Source: an optimization exercise on an open RTL-to-GDS flow (aim: small area, a short achievable clock period and few clock cycles per item). Production flows keep margins and buffers that such runs may drop.
Where RTL was checked, it was by simulation tests only, not by an equivalence proof against the original.
No activity file was given, so power comes from the tool's default toggle rates.

==> flow/design.v (excerpt) <==
module stop_and_wait_echo_ack_sender_core #(
  parameter int MSG_BYTES   = 8,
  parameter int QUEUE_DEPTH = 8
) (
  input  logic        clk,
  input  logic        rst,
  input  logic        in_valid,
  output logic        in_stall,
  input  logic [1:0]  mode,
  input  logic [7:0]  rx_byte,
  input  logic [63:0] message,
  output logic        out_valid,
  input  logic        out_stall,
  output logic [1:0]  send_kind,
  output logic [63:0] atom,
  output logic        acked,
  output logic        enqueue_accepted,
  output logic [8:0]  queue_count,
  output logic        link_ready,
  input  logic        cfg_write,
  input  logic        cfg_index,
  input  logic [7:0]  cfg_data
);
  logic [7:0] init_char;
  logic [7:0] error_char;
  always_ff @(posedge clk) begin
    if (rst) begin
      init_char  <= 8'd0;
      error_char <= 8'd0;
    end else if (cfg_write) begin
      if (cfg_index) error_char <= cfg_data;
      else           init_char  <= cfg_data;
    end
  end
  logic [63:0] q [8];        
  logic [8:0]  fill_oh;      
  ...
For scale: about 2,600 cells after synthesis, about 660 flip-flops, roughly 26,000 µm² of cells after synthesis.
==> flow/config.mk <==
export PLATFORM = sky130hd
export DESIGN_NAME = stop_and_wait_echo_ack_sender_core
export DESIGN_NICKNAME = stop_and_wait_echo_ack_sender_core
export VERILOG_FILES = /design/flow/design.v
export SDC_FILE = /design/flow/constraint.sdc
export NUM_CORES = 4
export LEC_CHECK = 0
export CAP_MARGIN = 20
export CORE_MARGIN = 2
export CORE_UTILIZATION = 55
export CTS_CLUSTER_DIAMETER = 100
export CTS_CLUSTER_SIZE = 26
export SETUP_SLACK_MARGIN = 2.86
export SLEW_MARGIN = 50
==> flow/constraint.sdc <==
create_clock -name core_clock -period 5.0 [get_ports {clk}]
set_input_delay 1.0000 -clock core_clock [delete_from_list [all_inputs] [get_ports {clk}]]
set_output_delay 1.0000 -clock core_clock [all_outputs]
set_load 0.01 [all_outputs]
standard.sh (not shown) runs the stock make flow with config.mk's settings and CLKGATE_MAP_FILE= SYNTH_SCRIPT=/design/flow/synth_recipe.tcl, a recipe that flattens the netlist after the stock synthesis.
==> flow/flow/run.sh <==
#!/bin/bash
# Standard layout, except that the delay cells (clkdlybuf4s*, dlygate*, dlymetal*)
# are don't-use after synthesis, so port buffers, repair and hold fixing use
# plain buffers. Synthesis is the standard one, unchanged.
set -euo pipefail
cd "$(dirname "$0")/.."
bash standard.sh synth > synth.log 2>&1
DU=$(make -s -C "$FLOW_HOME" DESIGN_CONFIG="$PWD/config.mk" WORK_HOME="$PWD/orfs" print-DONT_USE_CELLS 2>/dev/null | sed -n 's/^DONT_USE_CELLS: //p')
EXTRA=""
for c in clkdlybuf4s15_1 clkdlybuf4s15_2 clkdlybuf4s18_1 clkdlybuf4s18_2 clkdlybuf4s25_1 clkdlybuf4s25_2 \
         clkdlybuf4s50_1 clkdlybuf4s50_2 dlygate4sd1_1 dlygate4sd2_1 dlygate4sd3_1 \
         dlymetal6s2s_1 dlymetal6s4s_1 dlymetal6s6s_1; do
  EXTRA="$EXTRA sky130_fd_sc_hd__$c"
done
bash standard.sh "DONT_USE_CELLS=$DU$EXTRA" finish > layout.log 2>&1
Testbench counts at the start, summed over its fixed seeds: cycles 5,819, items 5,795.
Rerun with:
CORE_UTILIZATION = 50   (was 55)
SETUP_SLACK_MARGIN = 2.76   (was 2.86)
Outcome: The new run finished clean; combinational power hardly moves; clock skew grows by 4.0 ps; register-to-register slack loses 80 ps; sequential power is about the same; clock-buffer cell count is lower by 1; routed wire length is lower by 0.63%; critical path depth is higher by 6; worst setup slack loses 16 ps; power came out lower by 0.67%; maximum frequency shrinks by 0.70%.
Rerun with:
SETUP_SLACK_MARGIN = 2.86   (was 2.76)
SLEW_MARGIN = 20   (was 50)
=> The changed run finished with timing, DRC and antenna clean. Final area came out higher slightly. Sequential power is about the same. Setup slack improved by 22 ps. Wire length hardly moves. Total power goes up slightly.
Rerun with:
SETUP_SLACK_MARGIN = 2.82   (was 2.86)
SLEW_MARGIN = 50   (was 20)
- worst setup slack loses 6.2 ps
- sequential cell count stays the same
- sequential share of layout area goes up by 0.23 points
- first-iteration DRC count drops by 15%
- worst hold slack got worse by 9.4 ps
- cell area drops by 0.41%
- clock-buffer cell count stays the same
Rerun with:
SETUP_SLACK_MARGIN = 2.8   (was 2.82)
Result: The new run finished clean; hold slack is about the same; power is about the same; sequential share of layout area grows by 0.23 points; count of clock-buffer cells in the layout stays the same.
Rerun with:
SETUP_SLACK_MARGIN = 2.86   (was 2.8)
Outcome: The new run completed without violations. Routed wire length grows by 1.8%. Die area does not change. Synthesized cell count does not change. First-iteration DRC count is higher by about 7%.

The RTL this note starts from:
==> flow/design.v <==
package saw_pkg;
  localparam logic [1:0] MODE_RX   = 2'd0;
  localparam logic [1:0] MODE_ENQ  = 2'd1;
  localparam logic [1:0] MODE_TICK = 2'd2;
  localparam logic [1:0] SEND_NONE = 2'd0;
  localparam logic [1:0] SEND_ATOM = 2'd1;
  localparam logic [1:0] SEND_INIT = 2'd2;
  localparam logic CFG_INIT_CHAR  = 1'b0;
  localparam logic CFG_ERROR_CHAR = 1'b1;
  localparam int WORD_W  = 64;
  localparam int COUNT_W = 9;
  localparam logic [2:0] OP_NOP     = 3'd0;
  localparam logic [2:0] OP_RX_INIT = 3'd1;
  localparam logic [2:0] OP_RX_DATA = 3'd2;
  localparam logic [2:0] OP_ENQ     = 3'd3;
  localparam logic [2:0] OP_TICK    = 3'd4;
  typedef logic [2:0] op_kind_t;
  typedef struct packed {
    op_kind_t          kind;
    logic [7:0]        rx_byte;
    logic [WORD_W-1:0] message;
  } op_t;
  typedef struct packed {
    logic [1:0]         send_kind;
    logic [WORD_W-1:0]  atom;
    logic               acked;
    logic               enqueue_accepted;
    logic [COUNT_W-1:0] queue_count;
    logic               link_ready;
  } res_t;
endpackage
module stop_and_wait_echo_ack_sender_core #(
  parameter int MSG_BYTES   = 8,
  parameter int QUEUE_DEPTH = 8
) (
  input  logic        clk,
  input  logic        rst,
  input  logic        in_valid,
  output logic        in_stall,
  input  logic [1:0]  mode,
  input  logic [7:0]  rx_byte,
  input  logic [63:0] message,
  output logic        out_valid,
  input  logic        out_stall,
  output logic [1:0]  send_kind,
  output logic [63:0] atom,
  output logic        acked,
  output logic        enqueue_accepted,
  output logic [8:0]  queue_count,
  output logic        link_ready,
  input  logic        cfg_write,
  input  logic        cfg_index,
  input  logic [7:0]  cfg_data
);
  logic [7:0] init_char;
  logic [7:0] error_char;
  always_ff @(posedge clk) begin
    if (rst) begin
      init_char  <= 8'd0;
      error_char <= 8'd0;
    end else if (cfg_write) begin
      if (cfg_index) error_char <= cfg_data;
      else           init_char  <= cfg_data;
    end
  end
  logic [63:0] q [8];        
  logic [3:0]  fill;         
  logic        pend;         
  logic        link_up;
  logic        ack_ok;       
  logic        have_lead;    
  logic [2:0]  idx;          
  logic [7:0]  lead;         
  logic        mm;           
  logic [1:0]  o_kind;
  logic [63:0] o_atom;
  logic        o_acked;
  logic        o_enq;
  logic go;
  assign in_stall = out_valid & out_stall;
  assign go       = in_valid & ~in_stall;
  logic is_rx, is_init, rx_init, rx_data, is_enq, is_tick, enq_ok;
  assign is_rx   = (mode == 2'd0);
  assign is_init = (rx_byte == init_char);
  assign rx_init = is_rx & is_init;
  assign rx_data = is_rx & ~is_init & link_up;
  assign is_enq  = (mode == 2'd1);
  assign is_tick = (mode == 2'd2);
  assign enq_ok  = is_enq & ~fill[3];
  logic nonempty, last, byte_ne, match, fin, send, deq;
  logic [7:0] hbyte;
  assign nonempty  = (fill != 4'd0);
  assign last      = have_lead & (idx == 3'd7);
  assign hbyte     = q[0][8*idx +: 8];
  assign byte_ne   = (rx_byte != hbyte);
  assign match     = nonempty & (lead != error_char) & ~mm & (rx_byte == q[0][63:56]);
  assign fin       = rx_data & last;
  assign send      = fin ? (match ? (fill > 4'd1) : nonempty)
                         : (is_tick & link_up & ack_ok & nonempty);
  assign deq       = go & fin & match;
  logic       shift;
  logic [3:0] tail;
  logic [7:0] ld;
  logic [7:0] hold;
  logic [6:0] st;            
  assign shift = pend & ~(go & is_enq & (fill != 4'd7));
  assign tail  = fill + {3'd0, pend & (fill != 4'd7)};
  for (genvar i = 0; i < 8; i++) begin : g_ld
    assign ld[i] = go & enq_ok & (tail == 4'(i));
  end
  for (genvar i = 0; i < 7; i++) begin : g_hold
    assign hold[i] = ~(shift | ld[i]);
  end
  assign hold[7] = ~ld[7];
  for (genvar k = 0; k < 7; k++) begin : g_st
    assign st[k] = go & rx_data & have_lead & ~nonempty & (idx == 3'(k));
  end
  logic [6:0] lane_ne;
  logic       mm_enq;
  for (genvar k = 0; k < 7; k++) begin : g_lane
    assign lane_ne[k] = (message[8*k +: 8] != q[7][8*k +: 8]) & (3'(k) < idx);
  end
  assign mm_enq = |lane_ne;
  for (genvar i = 0; i < 7; i++) begin : g_q
    always_ff @(posedge clk) begin
      q[i] <= ({64{shift}} & q[i+1]) | ({64{ld[i]}} & message) | ({64{hold[i]}} & q[i]);
    end
  end
  for (genvar k = 0; k < 8; k++) begin : g_q7
    if (k < 7) begin : g_st_lane
      always_ff @(posedge clk) begin
        q[7][8*k +: 8] <= ({8{ld[7]}} & message[8*k +: 8]) | ({8{st[k]}} & rx_byte)
                        | ({8{hold[7] & ~st[k]}} & q[7][8*k +: 8]);
      end
    end else begin : g_plain_lane
      always_ff @(posedge clk) begin
        q[7][8*k +: 8] <= ({8{ld[7]}} & message[8*k +: 8]) | ({8{hold[7]}} & q[7][8*k +: 8]);
      end
    end
  end
  logic sel0, sel1;
  assign sel1 = go & send & (deq | pend);
  assign sel0 = go & send & ~(deq | pend);
  always_ff @(posedge clk) begin
    o_atom <= ({64{sel0}} & q[0]) | ({64{sel1}} & q[1]) | ({64{~go}} & o_atom);
  end
  always_ff @(posedge clk) begin
    if (go & rx_data & ~have_lead) begin
      lead <= rx_byte;
    end
    if (go & rx_data) begin
      if (~have_lead) mm <= 1'b0;
      else            mm <= mm | (nonempty & byte_ne);
    end else if (go & is_enq & ~nonempty) begin
      mm <= mm_enq;
    end
    if (go) begin
      o_kind  <= rx_init ? 2'd2 : send ? 2'd1 : 2'd0;
      o_acked <= fin & match;
      o_enq   <= enq_ok;
    end
  end
  always_ff @(posedge clk) begin
    if (rst) begin
      fill      <= 4'd0;
      pend      <= 1'b0;
      link_up   <= 1'b0;
      ack_ok    <= 1'b0;
      have_lead <= 1'b0;
      idx       <= 3'd0;
      out_valid <= 1'b0;
    end else begin
      pend <= deq | (pend & ~shift);
      if (go) begin
        out_valid <= 1'b1;
      end else if (~out_stall) begin
        out_valid <= 1'b0;
      end
      if (deq) begin
        fill <= fill - 4'd1;
      end else if (go & enq_ok) begin
        fill <= fill + 4'd1;
      end
      if (go & rx_init) begin
        link_up <= 1'b1;
        if (~link_up) ack_ok <= 1'b1;
      end else if (go & fin) begin
        if (send)        ack_ok <= 1'b0;
        else if (match)  ack_ok <= 1'b1;
      end else if (go & send) begin
        ack_ok <= 1'b0;
      end
      if (go & rx_data) begin
        have_lead <= ~last;
        if (have_lead) idx <= idx + 3'd1;
      end
    end
  end
  assign send_kind        = o_kind;
  assign atom             = o_atom;
  assign acked            = o_acked;
  assign enqueue_accepted = o_enq;
  assign queue_count      = {5'd0, fill};
  assign link_ready       = link_up;
endmodule
Settings: LEC_CHECK=0, CAP_MARGIN=20, CORE_MARGIN=2, CORE_UTILIZATION=40, SETUP_SLACK_MARGIN=2.5, SLEW_MARGIN=20; clock period 5.0 ns.
run.sh (not shown) runs the stock make flow with config.mk's settings and CLKGATE_MAP_FILE= SYNTH_SCRIPT=/design/flow/synth_recipe.tcl, a recipe that flattens the netlist after the stock synthesis.
Stock flow here: none of the scripts above is used.
The first run went through all stages and came out clean.
Change:
- SETUP_SLACK_MARGIN: 2.5 -> 2.0
The new run finished clean.
Cell count fell by 6.3%.
Routed wire length fell by about 35%.
Via count fell by about 19%.
Power fell by about 6.6%.
Area after synthesis stays the same.
Die area stays the same.
Design area fell by 22%.
Clock power fell by about 7%.
Count of clock-buffer cells in the layout rose by 6.
Maximum frequency fell by about 1.8%.
No functional check of the RTL was part of any run of this note.

## before
stop_and_wait_echo_ack_sender_core, a different RTL version from the one above (not shown whole).
Size in the first run: about 2800 cells after synthesis, about 620 flip-flops, about 170 I/O pins, about 24000 µm² of cells after synthesis.
export LEC_CHECK = 0
export CAP_MARGIN = 20
export CORE_MARGIN = 2
export CORE_UTILIZATION = 40
export CTS_BUF_LIST = sky130_fd_sc_hd__clkbuf_4 sky130_fd_sc_hd__clkbuf_8
export CTS_CLUSTER_SIZE = 24
export SETUP_SLACK_MARGIN = 2.2
export SLEW_MARGIN = 20
create_clock -name core_clock -period 5.0 [get_ports {clk}]
Inputs modified between before and after:
==> flow/flow/run.sh (new file) <==
#!/bin/bash
# Standard layout, except that the delay cells (clkdlybuf4s*, dlygate*, dlymetal*)
# are don't-use after synthesis, so port buffers, repair and hold fixing use
# plain buffers. Synthesis is the standard one, unchanged.
set -euo pipefail
cd "$(dirname "$0")/.."
bash standard.sh synth > synth.log 2>&1
DU=$(make -s -C "$FLOW_HOME" DESIGN_CONFIG="$PWD/config.mk" WORK_HOME="$PWD/orfs" print-DONT_USE_CELLS 2>/dev/null | sed -n 's/^DONT_USE_CELLS: //p')
EXTRA=""
for c in clkdlybuf4s15_1 clkdlybuf4s15_2 clkdlybuf4s18_1 clkdlybuf4s18_2 clkdlybuf4s25_1 clkdlybuf4s25_2 \
         clkdlybuf4s50_1 clkdlybuf4s50_2 dlygate4sd1_1 dlygate4sd2_1 dlygate4sd3_1 \
         dlymetal6s2s_1 dlymetal6s4s_1 dlymetal6s6s_1; do
  EXTRA="$EXTRA sky130_fd_sc_hd__$c"
done
bash standard.sh "DONT_USE_CELLS=$DU$EXTRA" finish > layout.log 2>&1
==> flow/standard.sh (new file) <==
#!/bin/bash
# synth_recipe.tcl (not shown) runs the flow's synth.tcl, then flattens the netlist and writes it again
# the make line also repeats each setting of config.mk as NAME=value (left out here)
make -C /OpenROAD-flow-scripts/flow DESIGN_CONFIG=/design/flow/config.mk WORK_HOME=/design/flow/orfs CLKGATE_MAP_FILE= SYNTH_SCRIPT=/design/flow/synth_recipe.tcl "${@:-finish}"
removed: flow/run.sh
Findings:
Looking at post-route minimum period across before and after, the one that comes out lower is after.
The lower pre-CTS setup slack of before and after is in before.
In the metrics for before and after, the one carrying the higher combinational share of power is before.
In the reports for before and after, the smaller number of iterations in the first detailed-routing pass belongs to after.
Of before and after, the run reporting the lower total length of routed wires was before.
Going from before to after, ratio of final minimum period to clock period went down 1.7 points; maximum frequency has increased; first-pass GRT wire length +1300 µm; clock group power decreased 4.3%; sum of internal, switching and leakage power lower.
Function was not checked in any run of this note: the RTL went through the layout flow alone.

## the baseline
Another version of the RTL of stop_and_wait_echo_ack_sender_core (not shown whole).
Size: roughly 2800 cells after synthesis, roughly 630 flip-flops, ~170 I/O pins, roughly 0.025 mm^2 of cells after synthesis.
clock: 5.0 ns
lec_check: 0
cap_margin: 20
core_margin: 2
core_utilization: 50
setup_slack_margin: 2.45
slew_margin: 20
standard.sh (not shown) runs the stock make flow with config.mk's settings and CLKGATE_MAP_FILE= SYNTH_SCRIPT=/design/flow/synth_recipe.tcl, a recipe that flattens the netlist after the stock synthesis.
==> flow/flow/run.sh <==
#!/bin/bash
# Standard layout, except that the delay cells (clkdlybuf4s*, dlygate*, dlymetal*)
# are don't-use after synthesis, so port buffers, repair and hold fixing use
# plain buffers. Synthesis is the standard one, unchanged.
set -euo pipefail
cd "$(dirname "$0")/.."
bash standard.sh synth > synth.log 2>&1
DU=$(make -s -C "$FLOW_HOME" DESIGN_CONFIG="$PWD/config.mk" WORK_HOME="$PWD/orfs" print-DONT_USE_CELLS 2>/dev/null | sed -n 's/^DONT_USE_CELLS: //p')
EXTRA=""
for c in clkdlybuf4s15_1 clkdlybuf4s15_2 clkdlybuf4s18_1 clkdlybuf4s18_2 clkdlybuf4s25_1 clkdlybuf4s25_2 \
         clkdlybuf4s50_1 clkdlybuf4s50_2 dlygate4sd1_1 dlygate4sd2_1 dlygate4sd3_1 \
         dlymetal6s2s_1 dlymetal6s4s_1 dlymetal6s6s_1; do
  EXTRA="$EXTRA sky130_fd_sc_hd__$c"
done
bash standard.sh "DONT_USE_CELLS=$DU$EXTRA" finish > layout.log 2>&1
Input changes introduced in the candidate (baseline for comparison: the baseline):
Settings: a change of SETUP_SLACK_MARGIN from 2.45 to 2.3; a change of CORE_UTILIZATION from 50 to 65.
Notes after the runs:
Clock tree skew after final layout delta (the candidate − the baseline): unfavourable
Register fraction of the total cell area: the candidate vs the baseline up 1.2 points
Share of the clock period used by the worst path came out higher on the candidate than on the baseline.
Taking the baseline as the reference, in the candidate full die area went down by 0.012 mm^2; post-detailed-placement cell area went down.
The baseline → the candidate: count of fill cells added during filler insertion now sits lower; reported combinational group power now sits at about the same level; delay of the slowest cell on the worst path now sits higher; instance count after placement with tap cells included now sits lower; maximum frequency now sits lower.
No functional check of the RTL was part of any run of this note.

==> static timing again, ports no longer ideal <==
How much do the figures lean on ideal ports? The routed layouts below were timed once more, with nothing changed but the port constraints. Step 1 sets driving cells, clkbuf_16 on the clock port and buf_2 on the other inputs (assumed; they add their load-dependent delay and slew). Step 2 moves the port delays by t, midway between the first and last clock arrival at a register: inputs arrive t later, outputs are due t later. That takes back most of the time a late clock gives input paths. Three values: ideal, step 1, step 2; two values: the first two.
run	t, ns	slack for setup (ns)	hold WS [ns]	worst data-port slew with drivers (ns)	cell pins on the clock port's net
the first run of note 1	0.677	2.788 / 2.742 / 2.212	0.433 / 0.433 / 0.433	0.09	1
the second run of note 1	0.669	2.772 / 2.746 / 2.144	0.431 / 0.431 / 0.431	0.09	1
the third run of note 1	0.672	2.794 / 2.754 / 2.230	0.439 / 0.439 / 0.439	0.08	1
the fourth run of note 1	0.666	2.788 / 2.747 / 2.120	0.429 / 0.429 / 0.429	0.10	1
the fifth run of note 1	0.666	2.788 / 2.747 / 2.117	0.431 / 0.431 / 0.431	0.10	1
the sixth run of note 1	0.672	2.787 / 2.748 / 2.217	0.433 / 0.433 / 0.433	0.08	1
the first run of note 2	0.680	1.984 / 1.984 / 1.432	0.441 / 0.441 / 0.441	0.08	1
the second run of note 2	0.659	1.930 / 1.970 / 1.311	0.438 / 0.438 / 0.438	0.09	1
before	0.776	2.016 / 2.016 / 1.377	0.440 / 0.440 / 0.440	0.05	1
after	0.757	2.102 / 2.102 / 1.527	0.436 / 0.436 / 0.436	0.08	1
the baseline	0.658	2.352 / 2.373 / 1.735	0.439 / 0.439 / 0.439	0.08	1
the candidate	0.670	2.272 / 2.303 / 1.633	0.441 / 0.441 / 0.441	0.08	1
After both steps every run listed still meets setup and hold. For the fifth run of note 1, which loses most, drivers alone change the setup slack by -0.041 ns; drivers and shift together by -0.671 ns.
